Background: an optimization exercise with open tools, aiming at small area. Do not read the settings as production practice.
In this exercise RTL edits were held to simulation tests only and were not proved equivalent to the original.
Power figures rest on the tool's default switching activity, not on a simulated workload.

==> flow/design.v <==
module msu_out_collector #(
    parameter int AXI_LEN        = 32,
    parameter int T_LEN          = 64,
    parameter int SQ_OUT_BITS    = 1024,
    parameter int TIMEOUT_CYCLES = 256
) (
    input  logic                   clk,
    input  logic                   reset,
    input  logic                   start_xfer,
    input  logic                   s_axis_tvalid,
    output logic                   s_axis_tready,
    input  logic [AXI_LEN-1:0]     s_axis_tdata,
    input  logic [AXI_LEN/8-1:0]   s_axis_tkeep,
    output logic                   res_valid,
    input  logic                   res_ready,
    output logic [T_LEN-1:0]       res_t,
    output logic [SQ_OUT_BITS-1:0] res_sq,
    output logic                   res_err,
    output logic                   res_timeout,
    output logic                   busy,
    output logic [31:0]            result_count
);
    localparam int T_WORDS   = T_LEN / AXI_LEN;
    localparam int SQ_WORDS  = SQ_OUT_BITS / AXI_LEN;
    localparam int OUT_COUNT = T_WORDS + SQ_WORDS;
    localparam int BUF_W     = T_LEN + SQ_OUT_BITS;
    localparam int CNT_W     = $clog2(OUT_COUNT);
    logic [BUF_W-1:0]   shift_reg;
    logic [CNT_W-1:0]   word_cnt_reg;
    logic               start_pending_reg;
    logic               tready_reg;
    logic               res_valid_reg;
    logic               res_err_reg;
    logic               busy_reg;
    logic [31:0]        result_count_reg;
    logic               accept;
    logic               last_word;
    logic               take;
    logic               begin_collect;
    logic               end_collect;
    localparam int STALL_W = $clog2(TIMEOUT_CYCLES);
    logic [STALL_W-1:0] stall_cnt_reg;
    logic               res_timeout_reg;
    logic               stall_end;
    assign stall_end = tready_reg && !s_axis_tvalid &&
                       (stall_cnt_reg == STALL_W'(TIMEOUT_CYCLES - 1));
    assign accept        = tready_reg && s_axis_tvalid;
    assign last_word     = (word_cnt_reg == CNT_W'(OUT_COUNT - 1));
    assign take          = res_valid_reg && res_ready;
    assign begin_collect = (!busy_reg && start_xfer) ||
                           (take && (start_pending_reg || start_xfer));
    assign end_collect   = (accept && last_word) || stall_end;
    always_ff @(posedge clk) begin
        if (accept)
            shift_reg <= {s_axis_tdata, shift_reg[BUF_W-1:AXI_LEN]};
    end
    always_ff @(posedge clk) begin
        if (begin_collect)
            word_cnt_reg <= '0;
        else if (accept)
            word_cnt_reg <= word_cnt_reg + CNT_W'(1);
    end
    always_ff @(posedge clk) begin
        if (begin_collect || accept)
            stall_cnt_reg <= '0;
        else
            stall_cnt_reg <= stall_cnt_reg + STALL_W'(1);
    end
    always_ff @(posedge clk or negedge reset) begin
        if (!reset) begin
            start_pending_reg <= 1'b0;
            tready_reg        <= 1'b0;
            res_valid_reg     <= 1'b0;
            res_err_reg       <= 1'b0;
            busy_reg          <= 1'b0;
            result_count_reg  <= '0;
            res_timeout_reg   <= 1'b0;
        end else begin
            if (begin_collect)
                start_pending_reg <= 1'b0;
            else if (busy_reg && start_xfer)
                start_pending_reg <= 1'b1;
            if (begin_collect)
                tready_reg <= 1'b1;
            else if (end_collect)
                tready_reg <= 1'b0;
            if (end_collect)
                res_valid_reg <= 1'b1;
            else if (take)
                res_valid_reg <= 1'b0;
            if (begin_collect)
                busy_reg <= 1'b1;
            else if (take)
                busy_reg <= 1'b0;
            if (begin_collect)
                res_err_reg <= 1'b0;
            else if ((accept && !(&s_axis_tkeep)) || stall_end)
                res_err_reg <= 1'b1;
            if (begin_collect)
                res_timeout_reg <= 1'b0;
            else if (stall_end)
                res_timeout_reg <= 1'b1;
            if (take)
                result_count_reg <= result_count_reg + 32'd1;
        end
    end
    assign s_axis_tready = tready_reg;
    assign res_valid     = res_valid_reg;
    assign res_err       = res_err_reg;
    assign busy          = busy_reg;
    assign result_count  = result_count_reg;
    assign res_t         = shift_reg[T_LEN-1:0];
    assign res_sq        = shift_reg[BUF_W-1:T_LEN];
    assign res_timeout = res_timeout_reg;
endmodule
Settings: LEC_CHECK=0, CAP_MARGIN=20, CORE_AREA=10 10 410 410, DIE_AREA=0 0 420 420, SLEW_MARGIN=20; clock period 4.0 ns.
run.sh (not shown) runs the stock make flow with config.mk's settings and CLKGATE_MAP_FILE= SYNTH_SCRIPT=/design/flow/synth_recipe.tcl, a recipe that flattens the netlist after the stock synthesis.
The baseline ran to the end with no violations.
Rerun with:
==> flow/flow/run.sh (new file) <==
#!/bin/bash
# Standard ORFS layout, with the port buffers made of the smallest buffer cell.
set -euo pipefail
bash standard.sh 'BUFFER_PORTS_ARGS=-buffer_cell sky130_fd_sc_hd__buf_1' finish > std_flow.log 2>&1
==> flow/standard.sh (new file) <==
#!/bin/bash
# synth_recipe.tcl (not shown) runs the flow's synth.tcl, then flattens the netlist and writes it again
# the make line also repeats each setting of config.mk as NAME=value (left out here)
make -C /OpenROAD-flow-scripts/flow DESIGN_CONFIG=/design/flow/config.mk WORK_HOME=/design/flow/orfs CLKGATE_MAP_FILE= SYNTH_SCRIPT=/design/flow/synth_recipe.tcl "${@:-finish}"
CORE_AREA = default   (was 10 10 410 410)
CORE_MARGIN = 2   (was default)
CORE_UTILIZATION = 55   (was default)
DIE_AREA = default   (was 0 0 420 420)
removed: flow/run.sh
Effect: With this change the flow died in I/O pin placement (3_2_place_iop) with PPL-0024; area after synthesis does not change; synthesized cell count is unchanged.
Rerun with:
==> flow/flow/run.sh (replaced) <==
#!/bin/bash
# Standard ORFS layout with: the port buffers made of the smallest buffer
# cell, IO pins one track apart (so a smaller die fits all 1166 ports), and a
# clock tree of small buffers with larger sink clusters and no dummy loads.
set -euo pipefail
bash standard.sh \
  'BUFFER_PORTS_ARGS=-buffer_cell sky130_fd_sc_hd__buf_1' \
  'PLACE_PINS_ARGS=-min_distance 1 -min_distance_in_tracks' \
  'CTS_ARGS=-sink_clustering_enable -repair_clock_nets -dont_use_dummy_load -sink_clustering_size 20 -sink_clustering_max_diameter 60 -buf_list {sky130_fd_sc_hd__clkbuf_8}' \
  finish > std_flow.log 2>&1
CORE_AREA = 5 5 253 253   (was default)
CORE_MARGIN = default   (was 2)
CORE_UTILIZATION = default   (was 55)
DIE_AREA = 0 0 258 258   (was default)
What happened: Now the flow went through all stages and came out clean; synthesized area does not change; synthesized cell count is unchanged.
Rerun with:
CORE_AREA = 5 5 240 240   (was 5 5 253 253)
DIE_AREA = 0 0 245 245   (was 0 0 258 258)
Outcome:
- The changed run stopped in global routing (5_1_grt) on GRT-0116
- area after synthesis does not change
- synthesized cell count is unchanged
Rerun with:
--- a/flow/flow/run.sh
+++ b/flow/flow/run.sh
@@ -9 +9 @@
-  'CTS_ARGS=-sink_clustering_enable -repair_clock_nets -dont_use_dummy_load -sink_clustering_size 20 -sink_clustering_max_diameter 60 -buf_list {sky130_fd_sc_hd__clkbuf_8}' \
+  'CTS_ARGS=-sink_clustering_enable -repair_clock_nets -dont_use_dummy_load -sink_clustering_size 30 -sink_clustering_max_diameter 50 -buf_list {sky130_fd_sc_hd__clkbuf_8 sky130_fd_sc_hd__clkbuf_16}' \
CORE_AREA = 5 5 265 265   (was 5 5 240 240)
DIE_AREA = 0 0 270 270   (was 0 0 245 245)
Effect: The new run went through all stages and came out clean. Synthesized area stays the same. Synthesized cell count is unchanged.

---

// msu_out_collector: RTL as listed in full above, without the edits since
==> flow/config.mk <==
export PLATFORM = sky130hd
export DESIGN_NAME = msu_out_collector
export DESIGN_NICKNAME = msu_out_collector
export VERILOG_FILES = /design/flow/design.v
export SDC_FILE = /design/flow/constraint.sdc
export NUM_CORES = 4
export LEC_CHECK = 0
export CAP_MARGIN = 20
export CORE_AREA = 10 10 410 410
export CTS_BUF_LIST = sky130_fd_sc_hd__clkbuf_4 sky130_fd_sc_hd__clkbuf_8
export DIE_AREA = 0 0 420 420
export SLEW_MARGIN = 20
==> flow/constraint.sdc <==
create_clock -name core_clock -period 4.0 [get_ports {clk}]
set_input_delay 0.8000 -clock core_clock [delete_from_list [all_inputs] [get_ports {clk}]]
set_output_delay 0.8000 -clock core_clock [all_outputs]
set_load 0.01 [all_outputs]
Stock flow here: none of the scripts above is used.
Next try:
==> flow/flow/run.sh (new file) <==
#!/bin/bash
# Standard ORFS layout with: the port buffers made of the smallest buffer
# cell, IO pins one track apart (so a smaller die fits all 1166 ports), and a
# clock tree of small buffers with larger sink clusters and no dummy loads.
set -euo pipefail
bash standard.sh \
  'BUFFER_PORTS_ARGS=-buffer_cell sky130_fd_sc_hd__buf_1' \
  'PLACE_PINS_ARGS=-min_distance 1 -min_distance_in_tracks' \
  'CTS_ARGS=-sink_clustering_enable -repair_clock_nets -dont_use_dummy_load -sink_clustering_size 20 -sink_clustering_max_diameter 40 -buf_list {sky130_fd_sc_hd__clkbuf_4 sky130_fd_sc_hd__clkbuf_8}' \
  finish > std_flow.log 2>&1
==> flow/standard.sh (new file) <==
#!/bin/bash
# synth_recipe.tcl (not shown) runs the flow's synth.tcl, then flattens the netlist and writes it again
# the make line also repeats each setting of config.mk as NAME=value (left out here)
make -C /OpenROAD-flow-scripts/flow DESIGN_CONFIG=/design/flow/config.mk WORK_HOME=/design/flow/orfs CLKGATE_MAP_FILE= SYNTH_SCRIPT=/design/flow/synth_recipe.tcl "${@:-finish}"
CORE_AREA = 5 5 265 265   (was 10 10 410 410)
CTS_BUF_LIST = unset   (was sky130_fd_sc_hd__clkbuf_4 sky130_fd_sc_hd__clkbuf_8)
DIE_AREA = 0 0 270 270   (was 0 0 420 420)
removed: flow/run.sh
=> The changed run produced a clean layout; total power came out lower by 18%; wire length went down by 19%; via count came out higher by 1.2%; flip-flop and latch count is unchanged; final area came out lower by 20%; final cell count drops by 29%; sequential power fell by about 2%; clock power is lower by 35%.
Next try:
--- a/flow/flow/run.sh
+++ b/flow/flow/run.sh
@@ -7,4 +7,4 @@
   'BUFFER_PORTS_ARGS=-buffer_cell sky130_fd_sc_hd__buf_1' \
   'PLACE_PINS_ARGS=-min_distance 1 -min_distance_in_tracks' \
-  'CTS_ARGS=-sink_clustering_enable -repair_clock_nets -dont_use_dummy_load -sink_clustering_size 20 -sink_clustering_max_diameter 40 -buf_list {sky130_fd_sc_hd__clkbuf_4 sky130_fd_sc_hd__clkbuf_8}' \
+  'CTS_ARGS=-sink_clustering_enable -repair_clock_nets -dont_use_dummy_load -sink_clustering_size 20 -sink_clustering_max_diameter 60 -buf_list {sky130_fd_sc_hd__clkbuf_8}' \
   finish > std_flow.log 2>&1
Result:
- wire length drops slightly
- synthesized cell count does not change
- worst setup slack improves by 0.041 ns
- power shrinks by a few percent
- clock skew rose by 0.016 ns
- hold slack is better by 0.082 ns
- die area does not change
- area after synthesis does not change
- cell count came out lower slightly
- global-route usage is lower by 0.47 points
- core utilization decreases by 1.4 points

-- static timing again, ports no longer ideal --
The flow's constraints put no driver on any port. The routed layouts listed below were extracted and timed again, unchanged, in two steps. Step 1 (the two cells are an assumption about what drives the block):
set clk [get_ports {clk}]
set_driving_cell -lib_cell sky130_fd_sc_hd__clkbuf_16 $clk
set_driving_cell -lib_cell sky130_fd_sc_hd__buf_2 [delete_from_list [all_inputs] $clk]
Step 2 moves the port delays by t, midway between the first and last clock arrival at a register: inputs arrive t later, outputs are due t later. That takes back most of the time a late clock gives input paths. Slacks: no drivers / after step 1 / after step 2; pairs: no drivers / after step 1.
run | t, ns | setup slack, ns | worst hold slack (ns) | worst setup path at the end | worst data-port slew with drivers (ns)
the first run of note 1 | 0.805 | 1.136 / 1.051 / 1.043 | 0.177 / 0.158 / 0.398 | input to register | 0.09
the third run of note 1 | 0.724 | 1.673 / 1.614 / 1.296 | 0.232 / 0.238 / 0.419 | input to register | 0.07
the fifth run of note 1 | 0.673 | 1.809 / 1.748 / 1.317 | 0.294 / 0.271 / 0.376 | input to register | 0.10
the first run of note 2 | 0.979 | 0.939 / 0.866 / 0.976 | 0.399 / 0.399 / 0.399 | input to register | 0.10
the second run of note 2 | 0.800 | 1.641 / 1.581 / 1.323 | 0.167 / 0.157 / 0.406 | input to register | 0.09
the third run of note 2 | 0.706 | 1.682 / 1.621 / 1.331 | 0.249 / 0.228 / 0.372 | input to register | 0.10
After both steps setup and hold are still met in every run listed. The setup slack of the fifth run of note 1, which loses most, moves by -0.061 ns with the drivers and by -0.492 ns with both steps.
